From an optimization exercise on the open Yosys and OpenROAD flow, aimed at small area, a short achievable clock period and few clock cycles per item; shortcuts taken in it are not production practice.
Only simulation tests tie the RTL to the original design; equivalence was not proved.
Power figures rest on the tool's default switching activity, not on a simulated workload.

[flow/run.sh]
#!/bin/bash
# Layout flow: the standard flow (standard.sh, unchanged synthesis and
# steps) with three settings changed on make's command line:
#  - the port buffers that buffer_ports inserts are buf_4 cells, not its
#    default pick (a slow delay buffer);
#  - clock tree synthesis inserts no dummy loads (CTS_ARGS repeats ORFS's
#    own arguments and adds -dont_use_dummy_load).
# make's full output goes to flow.log in the work folder; ORFS keeps each
# step's log under orfs/logs.
set -euo pipefail
sed 's|"\${@:-finish}"|"BUFFER_PORTS_ARGS=-buffer_cell sky130_fd_sc_hd__buf_4" SETUP_SLACK_MARGIN=5.5 "CTS_ARGS=-sink_clustering_enable -repair_clock_nets -dont_use_dummy_load" "${@:-finish}"|' \
   standard.sh > standard_own.sh
grep -q 'SETUP_SLACK_MARGIN=5.5' standard_own.sh
bash standard_own.sh > flow.log 2>&1
[standard.sh]
#!/bin/bash
# synth_recipe.tcl (not shown) runs the flow's synth.tcl, then flattens the netlist and writes it again
# the make line also repeats each setting of config.mk as NAME=value (left out here)
make -C /OpenROAD-flow-scripts/flow DESIGN_CONFIG=/design/flow/config.mk WORK_HOME=/design/flow/orfs CLKGATE_MAP_FILE= SYNTH_SCRIPT=/design/flow/synth_recipe.tcl "${@:-finish}"
[config.mk]
export PLATFORM = sky130hd
export DESIGN_NAME = wave_gen_top
export DESIGN_NICKNAME = wave_gen_top
export VERILOG_FILES = /design/flow/design.v
export SDC_FILE = /design/flow/constraint.sdc
export NUM_CORES = 4
export LEC_CHECK = 0
export CAP_MARGIN = 20
export CORE_MARGIN = 2
export CORE_UTILIZATION = 40
export SLEW_MARGIN = 20
[constraint.sdc]
create_clock -name core_clock -period 9.0 [get_ports {CLOCK}]
set_input_delay 1.8000 -clock core_clock [delete_from_list [all_inputs] [get_ports {CLOCK}]]
set_output_delay 1.8000 -clock core_clock [all_outputs]
set_load 0.01 [all_outputs]
[design.v]
package wave_gen_pkg;
   localparam logic [1:0] WAVE_SINE  = 2'd0;
   localparam logic [1:0] WAVE_PULSE = 2'd1;
   localparam logic [1:0] WAVE_TRI   = 2'd2;
   localparam logic [1:0] WAVE_SAW   = 2'd3;
   typedef enum logic [1:0] {
      ST_IDLE  = 2'd0,
      ST_ISSUE = 2'd1,
      ST_DRAIN = 2'd2,
      ST_DONE  = 2'd3
   } wg_state_t;
   localparam logic [1:0] RST_WAVE = WAVE_SINE;
   localparam int         RST_STEP = 0;
   localparam int         RST_MIN  = 0;
   localparam logic [6:0] RST_DUTY = 7'd50;
   localparam logic [6:0] DUTY_MAX = 7'd100;
endpackage
module sine_lut #(
   parameter int DW = 12
) (
   input  logic [7:0]    idx_i,
   input  logic          neg_i,
   output logic [DW-1:0] u_o
);
   logic [DW-2:0] e_sel;
   sine_rom u_rom (
      .idx_i (idx_i),
      .e_o   (e_sel)
   );
   assign u_o = {~neg_i, e_sel ^ {(DW-1){neg_i}}};
endmodule
module sine_rom (
   input  logic [7:0]  idx_i,
   output logic [10:0] e_o
);
   always_comb begin
      case (idx_i)
         8'd0: e_o = 11'd6;
         8'd1: e_o = 11'd19;
         8'd2: e_o = 11'd31;
         8'd3: e_o = 11'd44;
         8'd4: e_o = 11'd57;
         8'd5: e_o = 11'd69;
         8'd6: e_o = 11'd82;
         8'd7: e_o = 11'd94;
         8'd8: e_o = 11'd107;
         8'd9: e_o = 11'd119;
         8'd10: e_o = 11'd132;
         8'd11: e_o = 11'd144;
         8'd12: e_o = 11'd157;
         8'd13: e_o = 11'd169;
         8'd14: e_o = 11'd182;
         8'd15: e_o = 11'd194;
         8'd16: e_o = 11'd207;
         8'd17: e_o = 11'd219;
         8'd18: e_o = 11'd232;
         8'd19: e_o = 11'd244;
         8'd20: e_o = 11'd257;
         8'd21: e_o = 11'd269;
         8'd22: e_o = 11'd282;
         8'd23: e_o = 11'd294;
         8'd24: e_o = 11'd307;
         8'd25: e_o = 11'd319;
         8'd26: e_o = 11'd331;
         8'd27: e_o = 11'd344;
         8'd28: e_o = 11'd356;
         8'd29: e_o = 11'd369;
         8'd30: e_o = 11'd381;
         8'd31: e_o = 11'd393;
         8'd32: e_o = 11'd406;
         8'd33: e_o = 11'd418;
         8'd34: e_o = 11'd430;
         8'd35: e_o = 11'd442;
         8'd36: e_o = 11'd455;
         8'd37: e_o = 11'd467;
         8'd38: e_o = 11'd479;
         8'd39: e_o = 11'd491;
         8'd40: e_o = 11'd503;
         8'd41: e_o = 11'd516;
         8'd42: e_o = 11'd528;
         8'd43: e_o = 11'd540;
         8'd44: e_o = 11'd552;
         8'd45: e_o = 11'd564;
         8'd46: e_o = 11'd576;
         8'd47: e_o = 11'd588;
         8'd48: e_o = 11'd600;
         8'd49: e_o = 11'd612;
         8'd50: e_o = 11'd624;
         8'd51: e_o = 11'd636;
         8'd52: e_o = 11'd648;
         8'd53: e_o = 11'd660;
         8'd54: e_o = 11'd672;
         8'd55: e_o = 11'd684;
         8'd56: e_o = 11'd696;
         8'd57: e_o = 11'd707;
         8'd58: e_o = 11'd719;
         8'd59: e_o = 11'd731;
         8'd60: e_o = 11'd743;
         8'd61: e_o = 11'd754;
         8'd62: e_o = 11'd766;
         8'd63: e_o = 11'd778;
         8'd64: e_o = 11'd789;
         8'd65: e_o = 11'd801;
         8'd66: e_o = 11'd812;
         8'd67: e_o = 11'd824;
         8'd68: e_o = 11'd835;
         8'd69: e_o = 11'd847;
         8'd70: e_o = 11'd858;
         8'd71: e_o = 11'd870;
         8'd72: e_o = 11'd881;
         8'd73: e_o = 11'd892;
         8'd74: e_o = 11'd903;
         8'd75: e_o = 11'd915;
         8'd76: e_o = 11'd926;
         8'd77: e_o = 11'd937;
         8'd78: e_o = 11'd948;
         8'd79: e_o = 11'd959;
         8'd80: e_o = 11'd970;
         8'd81: e_o = 11'd982;
         8'd82: e_o = 11'd993;
         8'd83: e_o = 11'd1003;
         8'd84: e_o = 11'd1014;
         8'd85: e_o = 11'd1025;
         8'd86: e_o = 11'd1036;
         8'd87: e_o = 11'd1047;
         8'd88: e_o = 11'd1058;
         8'd89: e_o = 11'd1068;
         8'd90: e_o = 11'd1079;
         8'd91: e_o = 11'd1090;
         8'd92: e_o = 11'd1100;
         8'd93: e_o = 11'd1111;
         8'd94: e_o = 11'd1122;
         8'd95: e_o = 11'd1132;
         8'd96: e_o = 11'd1142;
         8'd97: e_o = 11'd1153;
         8'd98: e_o = 11'd1163;
         8'd99: e_o = 11'd1174;
         8'd100: e_o = 11'd1184;
         8'd101: e_o = 11'd1194;
         8'd102: e_o = 11'd1204;
         8'd103: e_o = 11'd1214;
         8'd104: e_o = 11'd1224;
         8'd105: e_o = 11'd1234;
         8'd106: e_o = 11'd1244;
         8'd107: e_o = 11'd1254;
         8'd108: e_o = 11'd1264;
         8'd109: e_o = 11'd1274;
         8'd110: e_o = 11'd1284;
         8'd111: e_o = 11'd1294;
         8'd112: e_o = 11'd1303;
         8'd113: e_o = 11'd1313;
         8'd114: e_o = 11'd1323;
         8'd115: e_o = 11'd1332;
         8'd116: e_o = 11'd1342;
         8'd117: e_o = 11'd1351;
         8'd118: e_o = 11'd1361;
         8'd119: e_o = 11'd1370;
         8'd120: e_o = 11'd1379;
         8'd121: e_o = 11'd1389;
         8'd122: e_o = 11'd1398;
         8'd123: e_o = 11'd1407;
         8'd124: e_o = 11'd1416;
         8'd125: e_o = 11'd1425;
         8'd126: e_o = 11'd1434;
         8'd127: e_o = 11'd1443;
         8'd128: e_o = 11'd1452;
         8'd129: e_o = 11'd1461;
         8'd130: e_o = 11'd1469;
         8'd131: e_o = 11'd1478;
         8'd132: e_o = 11'd1487;
         8'd133: e_o = 11'd1495;
         8'd134: e_o = 11'd1504;
         8'd135: e_o = 11'd1513;
         8'd136: e_o = 11'd1521;
         8'd137: e_o = 11'd1529;
         8'd138: e_o = 11'd1538;
         8'd139: e_o = 11'd1546;
         8'd140: e_o = 11'd1554;
         8'd141: e_o = 11'd1562;
         8'd142: e_o = 11'd1570;
         8'd143: e_o = 11'd1578;
         8'd144: e_o = 11'd1586;
         8'd145: e_o = 11'd1594;
         8'd146: e_o = 11'd1602;
         8'd147: e_o = 11'd1610;
         8'd148: e_o = 11'd1618;
         8'd149: e_o = 11'd1625;
         8'd150: e_o = 11'd1633;
         8'd151: e_o = 11'd1640;
         8'd152: e_o = 11'd1648;
         8'd153: e_o = 11'd1655;
         8'd154: e_o = 11'd1663;
         8'd155: e_o = 11'd1670;
         8'd156: e_o = 11'd1677;
         8'd157: e_o = 11'd1684;
         8'd158: e_o = 11'd1691;
         8'd159: e_o = 11'd1699;
         8'd160: e_o = 11'd1705;
         8'd161: e_o = 11'd1712;
         8'd162: e_o = 11'd1719;
         8'd163: e_o = 11'd1726;
         8'd164: e_o = 11'd1733;
         8'd165: e_o = 11'd1739;
         8'd166: e_o = 11'd1746;
         8'd167: e_o = 11'd1753;
         8'd168: e_o = 11'd1759;
         8'd169: e_o = 11'd1765;
         8'd170: e_o = 11'd1772;
         8'd171: e_o = 11'd1778;
         8'd172: e_o = 11'd1784;
         8'd173: e_o = 11'd1790;
         8'd174: e_o = 11'd1796;
         8'd175: e_o = 11'd1802;
         8'd176: e_o = 11'd1808;
         8'd177: e_o = 11'd1814;
         8'd178: e_o = 11'd1820;
         8'd179: e_o = 11'd1826;
         8'd180: e_o = 11'd1831;
         8'd181: e_o = 11'd1837;
         8'd182: e_o = 11'd1842;
         8'd183: e_o = 11'd1848;
         8'd184: e_o = 11'd1853;
         8'd185: e_o = 11'd1858;
         8'd186: e_o = 11'd1864;
         8'd187: e_o = 11'd1869;
         8'd188: e_o = 11'd1874;
         8'd189: e_o = 11'd1879;
         8'd190: e_o = 11'd1884;
         8'd191: e_o = 11'd1889;
         8'd192: e_o = 11'd1894;
         8'd193: e_o = 11'd1898;
         8'd194: e_o = 11'd1903;
         8'd195: e_o = 11'd1908;
         8'd196: e_o = 11'd1912;
         8'd197: e_o = 11'd1917;
         8'd198: e_o = 11'd1921;
         8'd199: e_o = 11'd1925;
         8'd200: e_o = 11'd1929;
         8'd201: e_o = 11'd1934;
         8'd202: e_o = 11'd1938;
         8'd203: e_o = 11'd1942;
         8'd204: e_o = 11'd1946;
         8'd205: e_o = 11'd1950;
         8'd206: e_o = 11'd1953;
         8'd207: e_o = 11'd1957;
         8'd208: e_o = 11'd1961;
         8'd209: e_o = 11'd1964;
         8'd210: e_o = 11'd1968;
         8'd211: e_o = 11'd1971;
         8'd212: e_o = 11'd1975;
         8'd213: e_o = 11'd1978;
         8'd214: e_o = 11'd1981;
         8'd215: e_o = 11'd1984;
         8'd216: e_o = 11'd1987;
         8'd217: e_o = 11'd1990;
         8'd218: e_o = 11'd1993;
         8'd219: e_o = 11'd1996;
         8'd220: e_o = 11'd1999;
         8'd221: e_o = 11'd2001;
         8'd222: e_o = 11'd2004;
         8'd223: e_o = 11'd2006;
         8'd224: e_o = 11'd2009;
         8'd225: e_o = 11'd2011;
         8'd226: e_o = 11'd2014;
         8'd227: e_o = 11'd2016;
         8'd228: e_o = 11'd2018;
         8'd229: e_o = 11'd2020;
         8'd230: e_o = 11'd2022;
         8'd231: e_o = 11'd2024;
         8'd232: e_o = 11'd2026;
         8'd233: e_o = 11'd2028;
         8'd234: e_o = 11'd2029;
         8'd235: e_o = 11'd2031;
         8'd236: e_o = 11'd2032;
         8'd237: e_o = 11'd2034;
         8'd238: e_o = 11'd2035;
         8'd239: e_o = 11'd2037;
         8'd240: e_o = 11'd2038;
         8'd241: e_o = 11'd2039;
         8'd242: e_o = 11'd2040;
         8'd243: e_o = 11'd2041;
         8'd244: e_o = 11'd2042;
         8'd245: e_o = 11'd2043;
         8'd246: e_o = 11'd2044;
         8'd247: e_o = 11'd2044;
         8'd248: e_o = 11'd2045;
         8'd249: e_o = 11'd2045;
         8'd250: e_o = 11'd2046;
         8'd251: e_o = 11'd2046;
         8'd252: e_o = 11'd2047;
         8'd253: e_o = 11'd2047;
         8'd254: e_o = 11'd2047;
         8'd255: e_o = 11'd2047;
         default: e_o = 11'd0;
      endcase
   end
endmodule
module wave_gen_multi #(
   parameter int NCH = 2,
   parameter int DW  = 12,
   parameter int PW  = 24,
   localparam int CHW = (NCH > 1) ? $clog2(NCH) : 1
) (
   input  logic              CLOCK,
   input  logic              RESET,
   input  logic              tick,
   input  logic [NCH-1:0]    enable,
   input  logic              cfg_valid,
   output logic              cfg_ready,
   input  logic [CHW-1:0]    cfg_ch,
   input  logic [1:0]        cfg_wave,
   input  logic [PW-1:0]     cfg_step,
   input  logic [DW-1:0]     cfg_min,
   input  logic [DW-1:0]     cfg_max,
   input  logic [6:0]        cfg_duty,
   output logic              cfg_err,
   output logic [NCH*DW-1:0] sample,
   output logic              sample_valid,
   output logic              overrun
);
   assign cfg_ready = 1'b1;
   logic [PW-1:0]  phase_q    [NCH];
   logic [7:0]     sidx_q     [NCH];
   logic [1:0]     act_wave_q [NCH];
   logic [PW-1:0]  act_step_q [NCH];
   logic [DW-1:0]  act_min_q  [NCH];
   logic [DW-1:0]  act_nrng_q [NCH];
   logic [10:0]    act_thr_q  [NCH];
   logic [1:0]     sh_wave_q  [NCH];
   logic [PW-1:0]  sh_step_q  [NCH];
   logic [DW-1:0]  sh_min_q   [NCH];
   logic [DW-1:0]  sh_nrng_q  [NCH];
   logic [10:0]    sh_thr_q   [NCH];
   logic [NCH-1:0] sh_set_q;
   logic [NCH-1:0] wrap_q;
   logic          cfg_acc;
   logic          cfg_bad;
   assign cfg_acc  = cfg_valid && cfg_ready;
   assign cfg_bad  = (cfg_min > cfg_max) || (cfg_duty > wave_gen_pkg::DUTY_MAX) ||
                     (int'(cfg_ch) >= NCH);
   logic           in_tick_q;
   logic           in_cfg_q;
   logic [NCH-1:0] in_en_q;
   logic [CHW-1:0] in_ch_q;
   logic [1:0]     in_wave_q;
   logic [PW-1:0]  in_step_q;
   logic [DW-1:0]  in_min_q;
   logic [DW-1:0]  in_rng_q;
   logic [6:0]     in_duty_q;
   always_ff @(posedge CLOCK) begin
      in_en_q   <= enable;
      in_ch_q   <= cfg_ch;
      in_wave_q <= cfg_wave;
      in_step_q <= cfg_step;
      in_min_q  <= cfg_min;
      in_rng_q  <= cfg_max - cfg_min;
      in_duty_q <= cfg_duty;
   end
   logic          cfg_wr;
   logic [DW-1:0] cfg_rng;
   logic [10:0]   cfg_thr;
   assign cfg_wr   = in_cfg_q && !cfg_err_q;
   assign cfg_rng  = in_rng_q;
   function automatic logic [10:0] duty_thr(input int d);
      duty_thr = 11'((d * 1024 + 99) / 100);
   endfunction
   logic [10:0] thr_rom [128];
   for (genvar g = 0; g < 128; g++) begin : g_thr
      localparam logic [10:0] THR = duty_thr(g);
      assign thr_rom[g] = THR;
   end
   assign cfg_thr = thr_rom[in_duty_q];
   logic sample_valid_q;
   logic cfg_err_q;
   logic overrun_q;
   logic tick_acc;
   assign tick_acc = in_tick_q;
   logic [DW-1:0]  u_d    [NCH];
   logic [PW:0]    sum_w  [NCH];
   for (genvar c = 0; c < NCH; c++) begin : g_lane
      logic [PW-1:0] p;
      logic [DW-1:0] tri_t;
      logic          pulse_hi;
      logic [DW-1:0] lut_u;
      assign p     = phase_q[c];
      assign tri_t = p[PW-2 -: DW];
      assign sum_w[c] = {1'b0, p} + {1'b0, act_step_q[c]};
      sine_lut #(.DW(DW)) u_sine_lut (
         .idx_i (sidx_q[c]),
         .neg_i (p[PW-1]),
         .u_o   (lut_u)
      );
      always_comb begin
         pulse_hi = 11'(p[PW-1 -: 10]) < (wrap_q[c] ? sh_thr_q[c] : act_thr_q[c]);
         case (wrap_q[c] ? sh_wave_q[c] : act_wave_q[c])
            wave_gen_pkg::WAVE_SAW:   u_d[c] = p[PW-1 -: DW];
            wave_gen_pkg::WAVE_TRI:   u_d[c] = p[PW-1] ? ~tri_t : tri_t;
            wave_gen_pkg::WAVE_PULSE: u_d[c] = pulse_hi ? '1 : '0;
            default:                  u_d[c] = lut_u;
         endcase
         if (!in_en_q[c]) begin
            u_d[c] = '0;
         end
      end
   end
   logic [DW-1:0]  s1_u_q   [NCH];
   logic           s1_valid_q;
   logic           s2_valid_q;
   always_ff @(posedge CLOCK) begin
      for (int c = 0; c < NCH; c++) begin
         s1_u_q[c]   <= u_d[c];
      end
   end
   logic [2*DW-1:0] s2_s_q   [NCH];
   logic [2*DW-1:0] s2_c_q   [NCH];
   for (genvar c = 0; c < NCH; c++) begin : g_mul
      logic [2*DW-1:0] ms;
      logic [2*DW-1:0] mc;
      csa_mul u_mul (
         .a (~act_nrng_q[c]),
         .b (s1_u_q[c]),
         .m (act_min_q[c]),
         .s (ms),
         .c (mc)
      );
      always_ff @(posedge CLOCK) begin
         s2_s_q[c]   <= ms;
         s2_c_q[c]   <= mc;
      end
   end
   logic [NCH*DW-1:0] sample_q;
   always_ff @(posedge CLOCK) begin
      for (int c = 0; c < NCH; c++) begin
         sample_q[c*DW +: DW] <= DW'((s2_s_q[c] + s2_c_q[c]) >> DW);
      end
   end
   always_ff @(posedge CLOCK) begin
      for (int c = 0; c < NCH; c++) begin
         if (cfg_wr && (in_ch_q == CHW'(c))) begin
            sh_wave_q[c] <= in_wave_q;
            sh_step_q[c] <= in_step_q;
            sh_min_q[c]  <= in_min_q;
            sh_nrng_q[c] <= ~cfg_rng;
            sh_thr_q[c]  <= cfg_thr;
         end
      end
   end
   always_ff @(posedge CLOCK or posedge RESET) begin
      if (RESET) begin
         for (int c = 0; c < NCH; c++) begin
            phase_q[c]    <= '0;
            sidx_q[c]     <= '0;
            act_wave_q[c] <= wave_gen_pkg::RST_WAVE;
            act_step_q[c] <= PW'(wave_gen_pkg::RST_STEP);
            act_min_q[c]  <= DW'(wave_gen_pkg::RST_MIN);
            act_nrng_q[c] <= '0;
            act_thr_q[c]  <= duty_thr(int'(wave_gen_pkg::RST_DUTY));
         end
         in_tick_q      <= 1'b0;
         in_cfg_q       <= 1'b0;
         sh_set_q       <= '0;
         wrap_q         <= '0;
         s1_valid_q     <= 1'b0;
         s2_valid_q     <= 1'b0;
         sample_valid_q <= 1'b0;
         cfg_err_q      <= 1'b0;
         overrun_q      <= 1'b0;
      end else begin
         for (int c = 0; c < NCH; c++) begin
            if (tick_acc) begin
               if (in_en_q[c]) begin
                  phase_q[c] <= sum_w[c][PW-1:0];
                  sidx_q[c]  <= sum_w[c][PW-2] ? ~sum_w[c][PW-3 -: 8] : sum_w[c][PW-3 -: 8];
                  if (sum_w[c][PW] && sh_set_q[c]) begin
                     act_step_q[c] <= sh_step_q[c];
                  end
               end else begin
                  phase_q[c] <= '0;
                  sidx_q[c]  <= '0;
               end
            end
            wrap_q[c] <= tick_acc && in_en_q[c] && sum_w[c][PW] && sh_set_q[c];
            if (wrap_q[c]) begin
               act_wave_q[c] <= sh_wave_q[c];
               act_min_q[c]  <= sh_min_q[c];
               act_nrng_q[c] <= sh_nrng_q[c];
               act_thr_q[c]  <= sh_thr_q[c];
            end
            if (cfg_wr && (in_ch_q == CHW'(c))) begin
               sh_set_q[c] <= 1'b1;
               if (!in_en_q[c]) begin
                  act_wave_q[c] <= in_wave_q;
                  act_step_q[c] <= in_step_q;
                  act_min_q[c]  <= in_min_q;
                  act_nrng_q[c] <= ~cfg_rng;
                  act_thr_q[c]  <= cfg_thr;
               end
            end
         end
         in_tick_q      <= tick && cfg_ready;
         in_cfg_q       <= cfg_acc;
         s1_valid_q     <= tick_acc;
         s2_valid_q     <= s1_valid_q;
         sample_valid_q <= s2_valid_q;
         cfg_err_q      <= cfg_acc && cfg_bad;
         if (tick && !cfg_ready) begin
            overrun_q <= 1'b1;
         end
      end
   end
   assign sample       = sample_q;
   assign sample_valid = sample_valid_q;
   assign cfg_err      = cfg_err_q;
   assign overrun      = overrun_q;
endmodule
module csa_mul (
   input  logic [11:0] a,
   input  logic [11:0] b,
   input  logic [11:0] m,
   output logic [23:0] s,
   output logic [23:0] c
);
   logic pp1;
   logic pp2;
   logic pp3;
   logic pp4;
   logic pp5;
   logic pp6;
   logic pp7;
   logic pp8;
   logic pp9;
   logic pp10;
   logic pp11;
   logic pp12;
   logic pp13;
   logic pp14;
   logic pp15;
   logic pp16;
   logic pp17;
   logic pp18;
   logic pp19;
   logic pp20;
   logic pp21;
   logic pp22;
   logic pp23;
   logic pp24;
   logic pp25;
   logic pp26;
   logic pp27;
   logic pp28;
   logic pp29;
   logic pp30;
   logic pp31;
   logic pp32;
   logic pp33;
   logic pp34;
   logic pp35;
   logic pp36;
   logic pp37;
   logic pp38;
   logic pp39;
   logic pp40;
   logic pp41;
   logic pp42;
   logic pp43;
   logic pp44;
   logic pp45;
   logic pp46;
   logic pp47;
   logic pp48;
   logic pp49;
   logic pp50;
   logic pp51;
   logic pp52;
   logic pp53;
   logic pp54;
   logic pp55;
   logic pp56;
   logic pp57;
   logic pp58;
   logic pp59;
   logic pp60;
   logic pp61;
   logic pp62;
   logic pp63;
   logic pp64;
   logic pp65;
   logic pp66;
   logic pp67;
   logic pp68;
   logic pp69;
   logic pp70;
   logic pp71;
   logic pp72;
   logic pp73;
   logic pp74;
   logic pp75;
   logic pp76;
   logic pp77;
   logic pp78;
   logic pp79;
   logic pp80;
   logic pp81;
   logic pp82;
   logic pp83;
   logic pp84;
   logic pp85;
   logic pp86;
   logic pp87;
   logic pp88;
   logic pp89;
   logic pp90;
   logic pp91;
   logic pp92;
   logic pp93;
   logic pp94;
   logic pp95;
   logic pp96;
   logic pp97;
   logic pp98;
   logic pp99;
   logic pp100;
   logic pp101;
   logic pp102;
   logic pp103;
   logic pp104;
   logic pp105;
   logic pp106;
   logic pp107;
   logic pp108;
   logic pp109;
   logic pp110;
   logic pp111;
   logic pp112;
   logic pp113;
   logic pp114;
   logic pp115;
   logic pp116;
   logic pp117;
   logic pp118;
   logic pp119;
   logic pp120;
   logic pp121;
   logic pp122;
   logic pp123;
   logic pp124;
   logic pp125;
   logic pp126;
   logic pp127;
   logic pp128;
   logic pp129;
   logic pp130;
   logic pp131;
   logic pp132;
   logic pp133;
   logic pp134;
   logic pp135;
   logic pp136;
   logic pp137;
   logic pp138;
   logic pp139;
   logic pp140;
   logic pp141;
   logic pp142;
   logic pp143;
   logic pp144;
   logic s145;
   logic c146;
   logic s147;
   logic c148;
   logic s149;
   logic c150;
   logic s151;
   logic c152;
   logic s153;
   logic c154;
   logic s155;
   logic c156;
   logic s157;
   logic c158;
   logic s159;
   logic c160;
   logic s161;
   logic c162;
   logic s163;
   logic c164;
   logic s165;
   logic c166;
   logic s167;
   logic c168;
   logic s169;
   logic c170;
   logic s171;
   logic c172;
   logic s173;
   logic c174;
   logic s175;
   logic c176;
   logic s177;
   logic c178;
   logic s179;
   logic c180;
   logic s181;
   logic c182;
   logic s183;
   logic c184;
   logic s185;
   logic c186;
   logic s187;
   logic c188;
   logic s189;
   logic c190;
   logic s191;
   logic c192;
   logic s193;
   logic c194;
   logic s195;
   logic c196;
   logic s197;
   logic c198;
   logic s199;
   logic c200;
   logic s201;
   logic c202;
   logic s203;
   logic c204;
   logic s205;
   logic c206;
   logic s207;
   logic c208;
   logic s209;
   logic c210;
   logic s211;
   logic c212;
   logic s213;
   logic c214;
   logic s215;
   logic c216;
   logic s217;
   logic c218;
   logic s219;
   logic c220;
   logic s221;
   logic c222;
   logic s223;
   logic c224;
   logic s225;
   logic c226;
   logic s227;
   logic c228;
   logic s229;
   logic c230;
   logic s231;
   logic c232;
   logic s233;
   logic c234;
   logic s235;
   logic c236;
   logic s237;
   logic c238;
   logic s239;
   logic c240;
   logic s241;
   logic c242;
   logic s243;
   logic c244;
   logic s245;
   logic c246;
   logic s247;
   logic c248;
   logic s249;
   logic c250;
   logic s251;
   logic c252;
   logic s253;
   logic c254;
   logic s255;
   logic c256;
   logic s257;
   logic c258;
   logic s259;
   logic c260;
   logic s261;
   logic c262;
   logic s263;
   logic c264;
   logic s265;
   logic c266;
   logic s267;
   logic c268;
   logic s269;
   logic c270;
   logic s271;
   logic c272;
   logic s273;
   logic c274;
   logic s275;
   logic c276;
   logic s277;
   logic c278;
   logic s279;
   logic c280;
   logic s281;
   logic c282;
   logic s283;
   logic c284;
   logic s285;
   logic c286;
   logic s287;
   logic c288;
   logic s289;
   logic c290;
   logic s291;
   logic c292;
   logic s293;
   logic c294;
   logic s295;
   logic c296;
   logic s297;
   logic c298;
   logic s299;
   logic c300;
   logic s301;
   logic c302;
   logic s303;
   logic c304;
   logic s305;
   logic c306;
   logic s307;
   logic c308;
   logic s309;
   logic c310;
   logic s311;
   logic c312;
   logic s313;
   logic c314;
   logic s315;
   logic c316;
   logic s317;
   logic c318;
   logic s319;
   logic c320;
   logic s321;
   logic c322;
   logic s323;
   logic c324;
   logic s325;
   logic c326;
   logic s327;
   logic c328;
   logic s329;
   logic c330;
   logic s331;
   logic c332;
   logic s333;
   logic c334;
   logic s335;
   logic c336;
   logic s337;
   logic c338;
   logic s339;
   logic c340;
   logic s341;
   logic c342;
   logic s343;
   logic c344;
   logic s345;
   logic c346;
   logic s347;
   logic c348;
   logic s349;
   logic c350;
   logic s351;
   logic c352;
   logic s353;
   logic c354;
   logic s355;
   logic c356;
   logic s357;
   logic c358;
   logic s359;
   logic c360;
   logic s361;
   logic c362;
   logic s363;
   logic c364;
   logic s365;
   logic c366;
   logic s367;
   logic c368;
   logic s369;
   logic c370;
   logic s371;
   logic c372;
   logic s373;
   logic c374;
   logic s375;
   logic c376;
   logic s377;
   logic c378;
   logic s379;
   logic c380;
   logic s381;
   logic c382;
   logic s383;
   logic c384;
   logic s385;
   logic c386;
   logic s387;
   logic c388;
   logic s389;
   logic c390;
   logic s391;
   logic c392;
   logic s393;
   logic c394;
   logic s395;
   logic c396;
   logic s397;
   logic c398;
   logic s399;
   logic c400;
   logic s401;
   logic c402;
   logic s403;
   logic c404;
   logic s405;
   logic c406;
   logic s407;
   logic c408;
   assign pp1 = a[0] & b[0];
   assign pp2 = a[0] & b[1];
   assign pp3 = a[0] & b[2];
   assign pp4 = a[0] & b[3];
   assign pp5 = a[0] & b[4];
   assign pp6 = a[0] & b[5];
   assign pp7 = a[0] & b[6];
   assign pp8 = a[0] & b[7];
   assign pp9 = a[0] & b[8];
   assign pp10 = a[0] & b[9];
   assign pp11 = a[0] & b[10];
   assign pp12 = a[0] & b[11];
   assign pp13 = a[1] & b[0];
   assign pp14 = a[1] & b[1];
   assign pp15 = a[1] & b[2];
   assign pp16 = a[1] & b[3];
   assign pp17 = a[1] & b[4];
   assign pp18 = a[1] & b[5];
   assign pp19 = a[1] & b[6];
   assign pp20 = a[1] & b[7];
   assign pp21 = a[1] & b[8];
   assign pp22 = a[1] & b[9];
   assign pp23 = a[1] & b[10];
   assign pp24 = a[1] & b[11];
   assign pp25 = a[2] & b[0];
   assign pp26 = a[2] & b[1];
   assign pp27 = a[2] & b[2];
   assign pp28 = a[2] & b[3];
   assign pp29 = a[2] & b[4];
   assign pp30 = a[2] & b[5];
   assign pp31 = a[2] & b[6];
   assign pp32 = a[2] & b[7];
   assign pp33 = a[2] & b[8];
   assign pp34 = a[2] & b[9];
   assign pp35 = a[2] & b[10];
   assign pp36 = a[2] & b[11];
   assign pp37 = a[3] & b[0];
   assign pp38 = a[3] & b[1];
   assign pp39 = a[3] & b[2];
   assign pp40 = a[3] & b[3];
   assign pp41 = a[3] & b[4];
   assign pp42 = a[3] & b[5];
   assign pp43 = a[3] & b[6];
   assign pp44 = a[3] & b[7];
   assign pp45 = a[3] & b[8];
   assign pp46 = a[3] & b[9];
   assign pp47 = a[3] & b[10];
   assign pp48 = a[3] & b[11];
   assign pp49 = a[4] & b[0];
   assign pp50 = a[4] & b[1];
   assign pp51 = a[4] & b[2];
   assign pp52 = a[4] & b[3];
   assign pp53 = a[4] & b[4];
   assign pp54 = a[4] & b[5];
   assign pp55 = a[4] & b[6];
   assign pp56 = a[4] & b[7];
   assign pp57 = a[4] & b[8];
   assign pp58 = a[4] & b[9];
   assign pp59 = a[4] & b[10];
   assign pp60 = a[4] & b[11];
   assign pp61 = a[5] & b[0];
   assign pp62 = a[5] & b[1];
   assign pp63 = a[5] & b[2];
   assign pp64 = a[5] & b[3];
   assign pp65 = a[5] & b[4];
   assign pp66 = a[5] & b[5];
   assign pp67 = a[5] & b[6];
   assign pp68 = a[5] & b[7];
   assign pp69 = a[5] & b[8];
   assign pp70 = a[5] & b[9];
   assign pp71 = a[5] & b[10];
   assign pp72 = a[5] & b[11];
   assign pp73 = a[6] & b[0];
   assign pp74 = a[6] & b[1];
   assign pp75 = a[6] & b[2];
   assign pp76 = a[6] & b[3];
   assign pp77 = a[6] & b[4];
   assign pp78 = a[6] & b[5];
   assign pp79 = a[6] & b[6];
   assign pp80 = a[6] & b[7];
   assign pp81 = a[6] & b[8];
   assign pp82 = a[6] & b[9];
   assign pp83 = a[6] & b[10];
   assign pp84 = a[6] & b[11];
   assign pp85 = a[7] & b[0];
   assign pp86 = a[7] & b[1];
   assign pp87 = a[7] & b[2];
   assign pp88 = a[7] & b[3];
   assign pp89 = a[7] & b[4];
   assign pp90 = a[7] & b[5];
   assign pp91 = a[7] & b[6];
   assign pp92 = a[7] & b[7];
   assign pp93 = a[7] & b[8];
   assign pp94 = a[7] & b[9];
   assign pp95 = a[7] & b[10];
   assign pp96 = a[7] & b[11];
   assign pp97 = a[8] & b[0];
   assign pp98 = a[8] & b[1];
   assign pp99 = a[8] & b[2];
   assign pp100 = a[8] & b[3];
   assign pp101 = a[8] & b[4];
   assign pp102 = a[8] & b[5];
   assign pp103 = a[8] & b[6];
   assign pp104 = a[8] & b[7];
   assign pp105 = a[8] & b[8];
   assign pp106 = a[8] & b[9];
   assign pp107 = a[8] & b[10];
   assign pp108 = a[8] & b[11];
   assign pp109 = a[9] & b[0];
   assign pp110 = a[9] & b[1];
   assign pp111 = a[9] & b[2];
   assign pp112 = a[9] & b[3];
   assign pp113 = a[9] & b[4];
   assign pp114 = a[9] & b[5];
   assign pp115 = a[9] & b[6];
   assign pp116 = a[9] & b[7];
   assign pp117 = a[9] & b[8];
   assign pp118 = a[9] & b[9];
   assign pp119 = a[9] & b[10];
   assign pp120 = a[9] & b[11];
   assign pp121 = a[10] & b[0];
   assign pp122 = a[10] & b[1];
   assign pp123 = a[10] & b[2];
   assign pp124 = a[10] & b[3];
   assign pp125 = a[10] & b[4];
   assign pp126 = a[10] & b[5];
   assign pp127 = a[10] & b[6];
   assign pp128 = a[10] & b[7];
   assign pp129 = a[10] & b[8];
   assign pp130 = a[10] & b[9];
   assign pp131 = a[10] & b[10];
   assign pp132 = a[10] & b[11];
   assign pp133 = a[11] & b[0];
   assign pp134 = a[11] & b[1];
   assign pp135 = a[11] & b[2];
   assign pp136 = a[11] & b[3];
   assign pp137 = a[11] & b[4];
   assign pp138 = a[11] & b[5];
   assign pp139 = a[11] & b[6];
   assign pp140 = a[11] & b[7];
   assign pp141 = a[11] & b[8];
   assign pp142 = a[11] & b[9];
   assign pp143 = a[11] & b[10];
   assign pp144 = a[11] & b[11];
   assign s145 = pp9 ^ pp20;
   assign c146 = pp9 & pp20;
   assign s147 = pp10 ^ pp21 ^ pp32;
   assign c148 = (pp10 & pp21) | (pp10 & pp32) | (pp21 & pp32);
   assign s149 = pp43 ^ pp54;
   assign c150 = pp43 & pp54;
   assign s151 = pp11 ^ pp22 ^ pp33;
   assign c152 = (pp11 & pp22) | (pp11 & pp33) | (pp22 & pp33);
   assign s153 = pp44 ^ pp55 ^ pp66;
   assign c154 = (pp44 & pp55) | (pp44 & pp66) | (pp55 & pp66);
   assign s155 = pp77 ^ pp88;
   assign c156 = pp77 & pp88;
   assign s157 = pp12 ^ pp23 ^ pp34;
   assign c158 = (pp12 & pp23) | (pp12 & pp34) | (pp23 & pp34);
   assign s159 = pp45 ^ pp56 ^ pp67;
   assign c160 = (pp45 & pp56) | (pp45 & pp67) | (pp56 & pp67);
   assign s161 = pp78 ^ pp89 ^ pp100;
   assign c162 = (pp78 & pp89) | (pp78 & pp100) | (pp89 & pp100);
   assign s163 = pp111 ^ pp122;
   assign c164 = pp111 & pp122;
   assign s165 = pp24 ^ pp35 ^ pp46;
   assign c166 = (pp24 & pp35) | (pp24 & pp46) | (pp35 & pp46);
   assign s167 = pp57 ^ pp68 ^ pp79;
   assign c168 = (pp57 & pp68) | (pp57 & pp79) | (pp68 & pp79);
   assign s169 = pp90 ^ pp101 ^ pp112;
   assign c170 = (pp90 & pp101) | (pp90 & pp112) | (pp101 & pp112);
   assign s171 = pp123 ^ pp134;
   assign c172 = pp123 & pp134;
   assign s173 = pp36 ^ pp47 ^ pp58;
   assign c174 = (pp36 & pp47) | (pp36 & pp58) | (pp47 & pp58);
   assign s175 = pp69 ^ pp80 ^ pp91;
   assign c176 = (pp69 & pp80) | (pp69 & pp91) | (pp80 & pp91);
   assign s177 = pp102 ^ pp113 ^ pp124;
   assign c178 = (pp102 & pp113) | (pp102 & pp124) | (pp113 & pp124);
   assign s179 = pp48 ^ pp59 ^ pp70;
   assign c180 = (pp48 & pp59) | (pp48 & pp70) | (pp59 & pp70);
   assign s181 = pp81 ^ pp92 ^ pp103;
   assign c182 = (pp81 & pp92) | (pp81 & pp103) | (pp92 & pp103);
   assign s183 = pp60 ^ pp71 ^ pp82;
   assign c184 = (pp60 & pp71) | (pp60 & pp82) | (pp71 & pp82);
   assign s185 = pp6 ^ pp17;
   assign c186 = pp6 & pp17;
   assign s187 = pp7 ^ pp18 ^ pp29;
   assign c188 = (pp7 & pp18) | (pp7 & pp29) | (pp18 & pp29);
   assign s189 = pp40 ^ pp51;
   assign c190 = pp40 & pp51;
   assign s191 = pp8 ^ pp19 ^ pp30;
   assign c192 = (pp8 & pp19) | (pp8 & pp30) | (pp19 & pp30);
   assign s193 = pp41 ^ pp52 ^ pp63;
   assign c194 = (pp41 & pp52) | (pp41 & pp63) | (pp52 & pp63);
   assign s195 = pp74 ^ pp85;
   assign c196 = pp74 & pp85;
   assign s197 = s145 ^ pp31 ^ pp42;
   assign c198 = (s145 & pp31) | (s145 & pp42) | (pp31 & pp42);
   assign s199 = pp53 ^ pp64 ^ pp75;
   assign c200 = (pp53 & pp64) | (pp53 & pp75) | (pp64 & pp75);
   assign s201 = pp86 ^ pp97 ^ b[8];
   assign c202 = (pp86 & pp97) | (pp86 & b[8]) | (pp97 & b[8]);
   assign s203 = s147 ^ s149 ^ pp65;
   assign c204 = (s147 & s149) | (s147 & pp65) | (s149 & pp65);
   assign s205 = pp76 ^ pp87 ^ pp98;
   assign c206 = (pp76 & pp87) | (pp76 & pp98) | (pp87 & pp98);
   assign s207 = pp109 ^ b[9] ^ c146;
   assign c208 = (pp109 & b[9]) | (pp109 & c146) | (b[9] & c146);
   assign s209 = s151 ^ s153 ^ s155;
   assign c210 = (s151 & s153) | (s151 & s155) | (s153 & s155);
   assign s211 = pp99 ^ pp110 ^ pp121;
   assign c212 = (pp99 & pp110) | (pp99 & pp121) | (pp110 & pp121);
   assign s213 = b[10] ^ c148 ^ c150;
   assign c214 = (b[10] & c148) | (b[10] & c150) | (c148 & c150);
   assign s215 = s157 ^ s159 ^ s161;
   assign c216 = (s157 & s159) | (s157 & s161) | (s159 & s161);
   assign s217 = s163 ^ pp133 ^ b[11];
   assign c218 = (s163 & pp133) | (s163 & b[11]) | (pp133 & b[11]);
   assign s219 = c152 ^ c154 ^ c156;
   assign c220 = (c152 & c154) | (c152 & c156) | (c154 & c156);
   assign s221 = s165 ^ s167 ^ s169;
   assign c222 = (s165 & s167) | (s165 & s169) | (s167 & s169);
   assign s223 = s171 ^ m[0] ^ c158;
   assign c224 = (s171 & m[0]) | (s171 & c158) | (m[0] & c158);
   assign s225 = c160 ^ c162 ^ c164;
   assign c226 = (c160 & c162) | (c160 & c164) | (c162 & c164);
   assign s227 = s173 ^ s175 ^ s177;
   assign c228 = (s173 & s175) | (s173 & s177) | (s175 & s177);
   assign s229 = pp135 ^ m[1] ^ c166;
   assign c230 = (pp135 & m[1]) | (pp135 & c166) | (m[1] & c166);
   assign s231 = c168 ^ c170 ^ c172;
   assign c232 = (c168 & c170) | (c168 & c172) | (c170 & c172);
   assign s233 = s179 ^ s181 ^ pp114;
   assign c234 = (s179 & s181) | (s179 & pp114) | (s181 & pp114);
   assign s235 = pp125 ^ pp136 ^ m[2];
   assign c236 = (pp125 & pp136) | (pp125 & m[2]) | (pp136 & m[2]);
   assign s237 = c174 ^ c176 ^ c178;
   assign c238 = (c174 & c176) | (c174 & c178) | (c176 & c178);
   assign s239 = s183 ^ pp93 ^ pp104;
   assign c240 = (s183 & pp93) | (s183 & pp104) | (pp93 & pp104);
   assign s241 = pp115 ^ pp126 ^ pp137;
   assign c242 = (pp115 & pp126) | (pp115 & pp137) | (pp126 & pp137);
   assign s243 = m[3] ^ c180 ^ c182;
   assign c244 = (m[3] & c180) | (m[3] & c182) | (c180 & c182);
   assign s245 = pp72 ^ pp83 ^ pp94;
   assign c246 = (pp72 & pp83) | (pp72 & pp94) | (pp83 & pp94);
   assign s247 = pp105 ^ pp116 ^ pp127;
   assign c248 = (pp105 & pp116) | (pp105 & pp127) | (pp116 & pp127);
   assign s249 = pp138 ^ m[4] ^ c184;
   assign c250 = (pp138 & m[4]) | (pp138 & c184) | (m[4] & c184);
   assign s251 = pp84 ^ pp95 ^ pp106;
   assign c252 = (pp84 & pp95) | (pp84 & pp106) | (pp95 & pp106);
   assign s253 = pp117 ^ pp128 ^ pp139;
   assign c254 = (pp117 & pp128) | (pp117 & pp139) | (pp128 & pp139);
   assign s255 = pp96 ^ pp107 ^ pp118;
   assign c256 = (pp96 & pp107) | (pp96 & pp118) | (pp107 & pp118);
   assign s257 = pp4 ^ pp15;
   assign c258 = pp4 & pp15;
   assign s259 = pp5 ^ pp16 ^ pp27;
   assign c260 = (pp5 & pp16) | (pp5 & pp27) | (pp16 & pp27);
   assign s261 = pp38 ^ pp49;
   assign c262 = pp38 & pp49;
   assign s263 = s185 ^ pp28 ^ pp39;
   assign c264 = (s185 & pp28) | (s185 & pp39) | (pp28 & pp39);
   assign s265 = pp50 ^ pp61 ^ b[5];
   assign c266 = (pp50 & pp61) | (pp50 & b[5]) | (pp61 & b[5]);
   assign s267 = s187 ^ s189 ^ pp62;
   assign c268 = (s187 & s189) | (s187 & pp62) | (s189 & pp62);
   assign s269 = pp73 ^ b[6] ^ c186;
   assign c270 = (pp73 & b[6]) | (pp73 & c186) | (b[6] & c186);
   assign s271 = s191 ^ s193 ^ s195;
   assign c272 = (s191 & s193) | (s191 & s195) | (s193 & s195);
   assign s273 = b[7] ^ c188 ^ c190;
   assign c274 = (b[7] & c188) | (b[7] & c190) | (c188 & c190);
   assign s275 = s197 ^ s199 ^ s201;
   assign c276 = (s197 & s199) | (s197 & s201) | (s199 & s201);
   assign s277 = c192 ^ c194 ^ c196;
   assign c278 = (c192 & c194) | (c192 & c196) | (c194 & c196);
   assign s279 = s203 ^ s205 ^ s207;
   assign c280 = (s203 & s205) | (s203 & s207) | (s205 & s207);
   assign s281 = c198 ^ c200 ^ c202;
   assign c282 = (c198 & c200) | (c198 & c202) | (c200 & c202);
   assign s283 = s209 ^ s211 ^ s213;
   assign c284 = (s209 & s211) | (s209 & s213) | (s211 & s213);
   assign s285 = c204 ^ c206 ^ c208;
   assign c286 = (c204 & c206) | (c204 & c208) | (c206 & c208);
   assign s287 = s215 ^ s217 ^ s219;
   assign c288 = (s215 & s217) | (s215 & s219) | (s217 & s219);
   assign s289 = c210 ^ c212 ^ c214;
   assign c290 = (c210 & c212) | (c210 & c214) | (c212 & c214);
   assign s291 = s221 ^ s223 ^ s225;
   assign c292 = (s221 & s223) | (s221 & s225) | (s223 & s225);
   assign s293 = c216 ^ c218 ^ c220;
   assign c294 = (c216 & c218) | (c216 & c220) | (c218 & c220);
   assign s295 = s227 ^ s229 ^ s231;
   assign c296 = (s227 & s229) | (s227 & s231) | (s229 & s231);
   assign s297 = c222 ^ c224 ^ c226;
   assign c298 = (c222 & c224) | (c222 & c226) | (c224 & c226);
   assign s299 = s233 ^ s235 ^ s237;
   assign c300 = (s233 & s235) | (s233 & s237) | (s235 & s237);
   assign s301 = c228 ^ c230 ^ c232;
   assign c302 = (c228 & c230) | (c228 & c232) | (c230 & c232);
   assign s303 = s239 ^ s241 ^ s243;
   assign c304 = (s239 & s241) | (s239 & s243) | (s241 & s243);
   assign s305 = c234 ^ c236 ^ c238;
   assign c306 = (c234 & c236) | (c234 & c238) | (c236 & c238);
   assign s307 = s245 ^ s247 ^ s249;
   assign c308 = (s245 & s247) | (s245 & s249) | (s247 & s249);
   assign s309 = c240 ^ c242 ^ c244;
   assign c310 = (c240 & c242) | (c240 & c244) | (c242 & c244);
   assign s311 = s251 ^ s253 ^ m[5];
   assign c312 = (s251 & s253) | (s251 & m[5]) | (s253 & m[5]);
   assign s313 = c246 ^ c248 ^ c250;
   assign c314 = (c246 & c248) | (c246 & c250) | (c248 & c250);
   assign s315 = s255 ^ pp129 ^ pp140;
   assign c316 = (s255 & pp129) | (s255 & pp140) | (pp129 & pp140);
   assign s317 = m[6] ^ c252 ^ c254;
   assign c318 = (m[6] & c252) | (m[6] & c254) | (c252 & c254);
   assign s319 = pp108 ^ pp119 ^ pp130;
   assign c320 = (pp108 & pp119) | (pp108 & pp130) | (pp119 & pp130);
   assign s321 = pp141 ^ m[7] ^ c256;
   assign c322 = (pp141 & m[7]) | (pp141 & c256) | (m[7] & c256);
   assign s323 = pp120 ^ pp131 ^ pp142;
   assign c324 = (pp120 & pp131) | (pp120 & pp142) | (pp131 & pp142);
   assign s325 = pp3 ^ pp14;
   assign c326 = pp3 & pp14;
   assign s327 = s257 ^ pp26 ^ pp37;
   assign c328 = (s257 & pp26) | (s257 & pp37) | (pp26 & pp37);
   assign s329 = s259 ^ s261 ^ b[4];
   assign c330 = (s259 & s261) | (s259 & b[4]) | (s261 & b[4]);
   assign s331 = s263 ^ s265 ^ c260;
   assign c332 = (s263 & s265) | (s263 & c260) | (s265 & c260);
   assign s333 = s267 ^ s269 ^ c264;
   assign c334 = (s267 & s269) | (s267 & c264) | (s269 & c264);
   assign s335 = s271 ^ s273 ^ c268;
   assign c336 = (s271 & s273) | (s271 & c268) | (s273 & c268);
   assign s337 = s275 ^ s277 ^ c272;
   assign c338 = (s275 & s277) | (s275 & c272) | (s277 & c272);
   assign s339 = s279 ^ s281 ^ c276;
   assign c340 = (s279 & s281) | (s279 & c276) | (s281 & c276);
   assign s341 = s283 ^ s285 ^ c280;
   assign c342 = (s283 & s285) | (s283 & c280) | (s285 & c280);
   assign s343 = s287 ^ s289 ^ c284;
   assign c344 = (s287 & s289) | (s287 & c284) | (s289 & c284);
   assign s345 = s291 ^ s293 ^ c288;
   assign c346 = (s291 & s293) | (s291 & c288) | (s293 & c288);
   assign s347 = s295 ^ s297 ^ c292;
   assign c348 = (s295 & s297) | (s295 & c292) | (s297 & c292);
   assign s349 = s299 ^ s301 ^ c296;
   assign c350 = (s299 & s301) | (s299 & c296) | (s301 & c296);
   assign s351 = s303 ^ s305 ^ c300;
   assign c352 = (s303 & s305) | (s303 & c300) | (s305 & c300);
   assign s353 = s307 ^ s309 ^ c304;
   assign c354 = (s307 & s309) | (s307 & c304) | (s309 & c304);
   assign s355 = s311 ^ s313 ^ c308;
   assign c356 = (s311 & s313) | (s311 & c308) | (s313 & c308);
   assign s357 = s315 ^ s317 ^ c312;
   assign c358 = (s315 & s317) | (s315 & c312) | (s317 & c312);
   assign s359 = s319 ^ s321 ^ c316;
   assign c360 = (s319 & s321) | (s319 & c316) | (s321 & c316);
   assign s361 = s323 ^ m[8] ^ c320;
   assign c362 = (s323 & m[8]) | (s323 & c320) | (m[8] & c320);
   assign s363 = pp132 ^ pp143 ^ m[9];
   assign c364 = (pp132 & pp143) | (pp132 & m[9]) | (pp143 & m[9]);
   assign s365 = pp2 ^ pp13;
   assign c366 = pp2 & pp13;
   assign s367 = s325 ^ pp25 ^ b[2];
   assign c368 = (s325 & pp25) | (s325 & b[2]) | (pp25 & b[2]);
   assign s369 = s327 ^ b[3] ^ c326;
   assign c370 = (s327 & b[3]) | (s327 & c326) | (b[3] & c326);
   assign s371 = s329 ^ c258 ^ c328;
   assign c372 = (s329 & c258) | (s329 & c328) | (c258 & c328);
   assign s373 = s331 ^ c262 ^ c330;
   assign c374 = (s331 & c262) | (s331 & c330) | (c262 & c330);
   assign s375 = s333 ^ c266 ^ c332;
   assign c376 = (s333 & c266) | (s333 & c332) | (c266 & c332);
   assign s377 = s335 ^ c270 ^ c334;
   assign c378 = (s335 & c270) | (s335 & c334) | (c270 & c334);
   assign s379 = s337 ^ c274 ^ c336;
   assign c380 = (s337 & c274) | (s337 & c336) | (c274 & c336);
   assign s381 = s339 ^ c278 ^ c338;
   assign c382 = (s339 & c278) | (s339 & c338) | (c278 & c338);
   assign s383 = s341 ^ c282 ^ c340;
   assign c384 = (s341 & c282) | (s341 & c340) | (c282 & c340);
   assign s385 = s343 ^ c286 ^ c342;
   assign c386 = (s343 & c286) | (s343 & c342) | (c286 & c342);
   assign s387 = s345 ^ c290 ^ c344;
   assign c388 = (s345 & c290) | (s345 & c344) | (c290 & c344);
   assign s389 = s347 ^ c294 ^ c346;
   assign c390 = (s347 & c294) | (s347 & c346) | (c294 & c346);
   assign s391 = s349 ^ c298 ^ c348;
   assign c392 = (s349 & c298) | (s349 & c348) | (c298 & c348);
   assign s393 = s351 ^ c302 ^ c350;
   assign c394 = (s351 & c302) | (s351 & c350) | (c302 & c350);
   assign s395 = s353 ^ c306 ^ c352;
   assign c396 = (s353 & c306) | (s353 & c352) | (c306 & c352);
   assign s397 = s355 ^ c310 ^ c354;
   assign c398 = (s355 & c310) | (s355 & c354) | (c310 & c354);
   assign s399 = s357 ^ c314 ^ c356;
   assign c400 = (s357 & c314) | (s357 & c356) | (c314 & c356);
   assign s401 = s359 ^ c318 ^ c358;
   assign c402 = (s359 & c318) | (s359 & c358) | (c318 & c358);
   assign s403 = s361 ^ c322 ^ c360;
   assign c404 = (s361 & c322) | (s361 & c360) | (c322 & c360);
   assign s405 = s363 ^ c324 ^ c362;
   assign c406 = (s363 & c324) | (s363 & c362) | (c324 & c362);
   assign s407 = pp144 ^ m[10] ^ c364;
   assign c408 = (pp144 & m[10]) | (pp144 & c364) | (m[10] & c364);
   assign s[0] = pp1;
   assign c[0] = b[0];
   assign s[1] = s365;
   assign c[1] = b[1];
   assign s[2] = s367;
   assign c[2] = c366;
   assign s[3] = s369;
   assign c[3] = c368;
   assign s[4] = s371;
   assign c[4] = c370;
   assign s[5] = s373;
   assign c[5] = c372;
   assign s[6] = s375;
   assign c[6] = c374;
   assign s[7] = s377;
   assign c[7] = c376;
   assign s[8] = s379;
   assign c[8] = c378;
   assign s[9] = s381;
   assign c[9] = c380;
   assign s[10] = s383;
   assign c[10] = c382;
   assign s[11] = s385;
   assign c[11] = c384;
   assign s[12] = s387;
   assign c[12] = c386;
   assign s[13] = s389;
   assign c[13] = c388;
   assign s[14] = s391;
   assign c[14] = c390;
   assign s[15] = s393;
   assign c[15] = c392;
   assign s[16] = s395;
   assign c[16] = c394;
   assign s[17] = s397;
   assign c[17] = c396;
   assign s[18] = s399;
   assign c[18] = c398;
   assign s[19] = s401;
   assign c[19] = c400;
   assign s[20] = s403;
   assign c[20] = c402;
   assign s[21] = s405;
   assign c[21] = c404;
   assign s[22] = s407;
   assign c[22] = c406;
   assign s[23] = m[11];
   assign c[23] = c408;
endmodule
module wave_gen_top (
   input  logic         CLOCK,
   input  logic         RESET,
   input  logic         tick,
   input  logic [5:0]   enable,
   input  logic         cfg_valid,
   output logic         cfg_ready,
   input  logic [2:0]   cfg_ch,
   input  logic [1:0]   cfg_wave,
   input  logic [23:0]  cfg_step,
   input  logic [11:0]  cfg_min,
   input  logic [11:0]  cfg_max,
   input  logic [6:0]   cfg_duty,
   output logic         cfg_err,
   output logic [71:0]  sample,
   output logic         sample_valid,
   output logic         overrun
);
   wave_gen_multi #(.NCH(6), .DW(12), .PW(24)) u_gen (
      .CLOCK        (CLOCK),
      .RESET        (RESET),
      .tick         (tick),
      .enable       (enable),
      .cfg_valid    (cfg_valid),
      .cfg_ready    (cfg_ready),
      .cfg_ch       (cfg_ch),
      .cfg_wave     (cfg_wave),
      .cfg_step     (cfg_step),
      .cfg_min      (cfg_min),
      .cfg_max      (cfg_max),
      .cfg_duty     (cfg_duty),
      .cfg_err      (cfg_err),
      .sample       (sample),
      .sample_valid (sample_valid),
      .overrun      (overrun)
   );
endmodule
==> results.txt, run 1 <==
share of cells above drive strength 1: 12.8%
Slew @ Worst Pin: 1.17 ns
Leak: 48.4 nW
Avg Inst Size Synth: 9.63 sq um
net count reported at finish: 12.0k
largest net degree at the start of global routing: 147
max-slew violation count: 0
Power Total: 48.5 mW
final core utilization: 44.9%
Area Overhead vs Synth: 11.5%
met3 usage: 3.68%
critical path peak fanout: 6
Detailed Routing Iterations Pass 1: 8
Finished Layout Cells: 14.0k
Hold Fails Final Rpt: 0
GR Util met1: 34.3%
fraction of registers with async set/reset: 40.0%
gr busiest metal: met2
fmax: 0.282 GHz
gr usage total: 24.8%
share of the synthesized area in the top cell type: 14.2%
Filler cells: 24.0k
critical path endpoint category: flop
row count: 185
area of the multi-input gates: 61600 sq um
initial antenna violation count: 8
most frequent cells in the layout: inv_1, a21oi_1, fa_1
GPL Wtd Cong: 0.955
clock-pin slew on the worst setup and hold paths: 0.06 ns
Routed Antenna Nets: 0
Final HPWL DP: 226000 um
clock root buffer: clkbuf_16
maxcap violations: 0
Final period util: 39.5%
Vias/cell: 5.75
Power Density: 425 nW/um^2
dpl cells: 13.6k
Buffers on Ports: 143
Synth area leader: fa_1
Required @ worst endpoint: 9.68 ns
post-synthesis sequential area ratio: 34.6%
Worst-Skew Late Latency: 0.87 ns
global-route wire length before repair: 499000 um
initial drt markers: 7918
CP Launch Type: flop
Critical Path AT: 4.23 ns
Setup Crit Path Kind: reg -> reg
M2 GR Usage: 38.9%
Synth Cell Area: 102000 sq um
largest cells by area after synthesis: fa_1, dfrtp_1, edfxtp_1
Syn Nets: 11.9k
VDD IR-drop max: 310 uV
vias in the first global route: 81.2k
clk buf depth: 3
Synth Instances: 10.6k
DIE WIDTH: 510 um
Synth Warn #: 38
Setup violations, final: 0
Vias: 80.7k
FF+latch area: 35800 sq um
Post-synth EDFFs: 366
Detailed Route WL: 328000 um
CTS tree: done
cts hold-fix bufs: 0
die height: 510 um
number of CTS-inserted buffers: 168
die footprint: 260000 sq um
Final Skew: 0.112 ns
DRC Markers: 0
Netlist cell types: 121
normalized max-slew margin: 22.2%
register bit total from synthesis: 1440
Final min period: 3.55 ns
outcome: finished clean
Congestion Overflow GR: 0
ys flop type: dfrtp_1
Core Area: 254000 sq um
wire length per cell: 23.4 um
starting density of the core: 40.2%
unrepaired setup endpoints after global routing: true
commonest non-fill, non-tap cell in the layout: inv_1
I/O Pins: 146
H-tree levels: 4
number of clock sinks: 1440
worst hold path type: reg -> reg
[sequential cells by signal (all words and copies together) (netlist names), 66 cells and up]
name and flops:
u_gen.act_step_q 144, u_gen.phase_q 144, u_gen.s2_c_q 144, u_gen.s2_s_q 144, u_gen.sh_step_q 144, u_gen.act_min_q 72, u_gen.act_nrng_q 72, u_gen.s1_u_q 72
u_gen.sample_q 72, u_gen.sh_min_q 72, u_gen.sh_nrng_q 72, u_gen.act_thr_q 66, u_gen.sh_thr_q 66
[cell usage after synthesis, types with 100 or more instances]
cell and instances:
a211oi_1 159, a21o_1 102, a21oi_1 765, buf_2 123
clkbuf_1 469, dfrtp_1 570, dfxtp_1 498, edfxtp_1 366
fa_1 727, ha_1 504, inv_1 958, mux2i_1 353
nand2_1 627, nand2b_1 538, nand3_1 132, nor2_1 687
nor2b_1 468, nor3_1 149, o21ai_0 592, o22ai_1 100
xnor2_1 199, xor2_1 109
[critical path, cell delays in order, from the launching register on]
cell	delay, ns
dfrtp_2	0.45
buf_6	0.13
buf_6	0.11
nand2b_4	0.13
fa_2	0.53
inv_2	0.04
fa_2	0.47
fa_1	0.53
inv_1	0.05
fa_1	0.49
inv_2	0.04
fa_1	0.45
[routing by layer]
layer,part of all wire [%],wire length (um)
met4,4.1,13400
met1,44,143000
met3,6.7,22100
met2,45,149000
met5,0,0
[final timing paths]
check	startpoint	depth (start not counted)	end	slack [ns]
setup reg to reg	u_gen.act_nrng_q[4][5]$_DFF_PP0_	11	u_gen.s2_s_q[4][10]$_DFF_P_	5.45
max in group asynchronous	RESET	4	u_gen.act_nrng_q[5][8]$_DFF_PP0_	5.81
min in group asynchronous	RESET	2	u_gen.sidx_q[4][0]$_DFFE_PP0P_	1.15
hold reg to reg	u_gen.act_min_q[1][11]$_DFF_PP0_	0	u_gen.s2_s_q[1][23]$_DFF_P_	0.33
hold / removal	u_gen.act_min_q[1][11]$_DFF_PP0_	0	u_gen.s2_s_q[1][23]$_DFF_P_	0.33
setup / recovery	u_gen.act_nrng_q[4][5]$_DFF_PP0_	11	u_gen.s2_s_q[4][10]$_DFF_P_	5.45
[cell families after synthesis]
group	synth area share [%]
AO/OA/AOI/OAI	16.7
XOR/XNOR	2.72
adder cells (fa/ha/maj)	20.4
buffers and inverters	6.47
flip-flops	34.6
multiplexers	5.09
other	0.00734
AND/OR/NAND/NOR	14.1
[area by class of cell]
cell class              count  share of cell area (%)
clock buffers             168                    3.68
flip-flops and latches   1440                    31.3
repair buffers            551                    4.06
diodes                      6                  0.0131
inverters                 977                    3.32
repair inverters            3                  0.0153
multi-input cells        7520                    53.9
well taps                3366                    3.69
[per-stage QoR]
step	area [sq um]	hold slack (ns)	worst slack [ns]	TNS (ns)
6_report	114000	0.329	5.45	0
5_1_grt	114000	0.354	5.38	0
4_1_cts	112000	0.314	5.40	0
3_5_place_dp	106000	0.343	4.00	0
3_3_place_gp	106000	0.342	3.50	0
2_1_floorplan	102000	0.331	-0.643	-366.30
[power breakdown]
part / leakage [nW] / switching (mW) / total [mW] / internal [mW]
combinational: 31.7 / 17.8 / 31.1 / 13.3
sequential: 14.6 / 2.50 / 11.7 / 9.18
clock: 2.07 / 2.54 / 5.78 / 3.24
[what timing repair did]
item / CTS / global route
gates resized for setup: 311 / 273
hold endpoints to repair: 0 / 0
setup endpoints to repair: 340 / 346
pin swaps: 68 / 136
gates cloned: 4 / 2
buffers inserted: 141 / 131
Testbench counts, summed over its fixed seeds: cycles 7,062, items 5,628.
==> run 2, diff against run 1 <==
--- a/flow/run.sh
+++ b/flow/run.sh
@@ -10,5 +10,5 @@
 set -euo pipefail
-sed 's|"\${@:-finish}"|"BUFFER_PORTS_ARGS=-buffer_cell sky130_fd_sc_hd__buf_4" SETUP_SLACK_MARGIN=5.5 "CTS_ARGS=-sink_clustering_enable -repair_clock_nets -dont_use_dummy_load" "${@:-finish}"|' \
+sed 's|"\${@:-finish}"|"BUFFER_PORTS_ARGS=-buffer_cell sky130_fd_sc_hd__buf_4" SETUP_SLACK_MARGIN=5.7 "CTS_ARGS=-sink_clustering_enable -repair_clock_nets -dont_use_dummy_load" "${@:-finish}"|' \
    standard.sh > standard_own.sh
-grep -q 'SETUP_SLACK_MARGIN=5.5' standard_own.sh
+grep -q 'SETUP_SLACK_MARGIN=5.7' standard_own.sh
 bash standard_own.sh > flow.log 2>&1
==> run 2 against run 1 <==
Against the previous run: critical endpoint is now u_gen.s2_s_q[3][13]$_DFF_P_; sequential power is essentially flat; largest power group unchanged; clock skew decreased by 0.019 ns; clock power is 0.9% lower; first-iteration DRC count grew 1.5%; worst hold slack better by 0.015 ns; combinational power up 5%; die area did not move; highest routed layer unchanged; via count grew 0.76%.
==> results.txt, run 2 <==
Buffers on Ports: 143
Setup Crit Path Kind: reg -> reg
Most common cell on crit path: fa_2
Worst R2R Path Depth: 8
vias in the first global route: 80.2k
VDD IR-drop max: 291 uV
Hold Fails Final Rpt: 0
clk buf depth: 3
global-route wire length before repair: 497000 um
starting density of the core: 40.2%
Avg Inst Size Synth: 9.63 sq um
die footprint: 260000 sq um
top cells by count, synth: inv_1, a21oi_1, fa_1
number of clock sinks: 1440
Synth area leader: fa_1
commonest non-fill, non-tap cell in the layout: inv_1
H-tree levels: 4
die height: 510 um
RR Endpoint: u_gen.s2_s_q[3][13]$_DFF_P_
initial drt markers: 8034
net count reported at finish: 12.1k
gr busiest metal: met2
met3 usage: 3.83%
Critical path buffers and inverters: 2
switching share of total power: 46.7%
most frequent cells in the layout: inv_1, a21oi_1, nor2_1
Logic pwr share: 65.4%
Required @ worst endpoint: 9.65 ns
Hold Crit Endpoint: u_gen.sample_valid_q$_DFF_PP0_
Final Skew: 0.0932 ns
clock share of power: 11.5%
r2r setup slk: 5.45 ns
setup TNS: 0 ns
CP Cell Sequence: buf_4 > nand2b_1 > fa_2 > inv_1 > fa_1 > fa_2 > fa_2 > fa_2
Final min period: 3.55 ns
Hold Crit Start: u_gen.s2_valid_q$_DFF_PP0_
Core Area: 254000 sq um
placed cell area: 106000 sq um
share of the synthesized area in the top cell type: 14.2%
DRC Markers: 0
clock root buffer: clkbuf_16
Setup violations, final: 0
Worst-Skew Late Latency: 0.85 ns
Power Total: 50.0 mW
register bit total from synthesis: 1440
critical path endpoint category: flop
Final period util: 39.4%
initial antenna violation count: 13
Critical Path AT: 4.20 ns
Detailed Routing Iterations Pass 1: 8
Switch Pwr: 23.4 mW
GPL Wtd Cong: 0.943
GR Util met1: 34.6%
M2 GR Usage: 38.2%
largest cells by area after synthesis: fa_1, dfrtp_1, edfxtp_1
share of cells above drive strength 1: 17.0%
largest net degree at the start of global routing: 148
Critical R2R Launch: u_gen.act_nrng_q[3][6]$_DFF_PP0_
maxcap violations: 0
Synth Cell Area: 102000 sq um
DIE WIDTH: 510 um
Area Overhead vs Synth: 14.4%
Final Cell Area: 117000 sq um
row count: 185
Int Pwr: 26.6 mW
outcome: finished clean
CTS tree: done
worst hold path type: reg -> reg
wire length per cell: 23.4 um
Vias: 81.3k
ys flop type: dfrtp_1
slowest cell on the critical path: fa_1
Leak: 49.5 nW
normalized max-slew margin: 19.8%
Detailed Route WL: 331000 um
gr usage total: 24.7%
Congestion Overflow GR: 0
Netlist cell types: 121
Power Density: 427 nW/um^2
top-count cell post-synth: inv_1
Synth Warn #: 38
Vias/cell: 5.74
Slew @ Worst Pin: 1.20 ns
Final HPWL DP: 223000 um
kind of cell adding the most delay to the critical path: adder cells
clock-pin slew on the worst setup and hold paths: 0.06 ns
cts hold-fix bufs: 0
fmax: 0.282 GHz
I/O Pins: 146
Post-synth EDFFs: 366
critical path peak fanout: 5
CP Launch Type: flop
Synth Instances: 10.6k
number of CTS-inserted buffers: 166
Syn Nets: 11.9k
Routed Antenna Nets: 0
Hold Path Stages: 0
Reg power frac: 23.2%
post-synthesis sequential area ratio: 34.6%
fraction of registers with async set/reset: 40.0%
max-slew violation count: 0
Worst path max stage delay: 0.57 ns
unrepaired setup endpoints after global routing: true
## run 2: cell counts after synthesis
No cell type changed its count.
## run 2: layer usage
metal  wire (um)  part of all wire (%)
met2      149000                    45
met1      145000                    44
met5           0                     0
met3       23300                   7.0
met4       13400                   4.1
## run 2: area by class of cell
cell class              instances  area, sq um
diodes                          6         15.0
clock buffers                 166         4150
fillers                     23600       137000
inverters                     977         3820
multi-input cells            7520        62900
flip-flops and latches       1440        35800
well taps                    3366         4210
repair buffers                681         6140
repair inverters                4         26.3
## run 2: repair_timing
action | 4_1_cts | 5_1_grt
setup buffers | 268 | 127
endpoints found under the setup margin | 446 | 419
cloned | 6 | 9
pin swaps | 173 | 179
resized for setup | 646 | 433
## run 2: power groups by stage
stage	clock network [mW]	logic, mW	registers (mW)
detailed placement	0	29.1	11.9
floorplan	0	22.1	10.2
global placement	0	28.6	11.9
finish	5.73	32.7	11.6
global route	6.11	36.8	11.8
CTS	5.89	31.3	11.6
## run 2: worst register-to-register path: stages, from the launching register on
cell and delay [ns]:
dfrtp_2 0.45, buf_4 0.15, nand2b_1 0.17, fa_2 0.55, inv_1 0.05, fa_1 0.57, fa_2 0.47, fa_2 0.57
fa_2 0.43
## run 2: through the flow
stage               worst slack, ns  utilization (%)  std cells  hold WS, ns
floorplan                    -0.643                -      10600        0.331
global placement               3.99             41.6      13600        0.338
detailed placement             4.19             41.6      13600        0.343
CTS                            5.46             45.0      14000        0.350
global route                   5.38             46.0      14200        0.363
finish                         5.45             46.0      14200        0.345
## run 2: cell families (layout without fill, tap and decap cells)
logic type               count (synthesis)  after routing  synth area share [%]
AO/OA/AOI/OAI                         2672           2673                  16.7
other                                    2              8               0.00734
buffers and inverters                 1669           1828                  6.47
XOR/XNOR                               312            313                  2.72
AND/OR/NAND/NOR                       2865           2865                  14.1
multiplexers                           436            436                  5.09
adder cells (fa/ha/maj)               1231           1231                  20.4
flip-flops                            1440           1440                  34.6
## run 2: worst max path at each step
stage / startpoint / end / slack [ns] / depth (start not counted)
6_report: u_gen.act_nrng_q[3][6]$_DFF_PP0_ / u_gen.s2_s_q[3][13]$_DFF_P_ / 5.45 / 8
3_5_place_dp: cfg_max[0] / u_gen.cfg_err_q$_DFF_PP0_ / 4.19 / 14
5_1_grt: u_gen.act_nrng_q[2][4]$_DFF_PP0_ / u_gen.s2_s_q[2][10]$_DFF_P_ / 5.38 / 10
2_1_floorplan: RESET / u_gen.act_min_q[0][0]$_DFF_PP0_ / -0.64 / 1
4_1_cts: u_gen.act_nrng_q[2][4]$_DFF_PP0_ / u_gen.s2_s_q[2][10]$_DFF_P_ / 5.46 / 10
3_3_place_gp: cfg_max[0] / u_gen.cfg_err_q$_DFF_PP0_ / 3.99 / 14

[afterwards: timing with drivers on the ports]
In the flow no input, the clock included, has a driving cell. The finished layouts below were timed again as built, in two steps.
Step 1 assumes that a clkbuf_16 drives the clock port and a buf_2 every other input.
Step 2 also shifts input and output timing later by t, the mid clock arrival at the registers, as if the neighbouring blocks saw the same clock.
Slacks: no drivers / after step 1 / after step 2; pairs: no drivers / after step 1.
run	t (ns)	slack for setup (ns)	worst setup path at the end	worst slew at a driven data input, ns	pins driven straight from the clock port
run 1	0.887	5.449 / 5.449 / 4.622	input to register	0.05	1
run 2	0.890	5.450 / 5.450 / 4.862	input to register	0.05	1
After both steps every run listed still meets setup and hold. For run 1, which loses most, drivers alone change the setup slack by 0.000 ns; drivers and shift together by -0.827 ns.
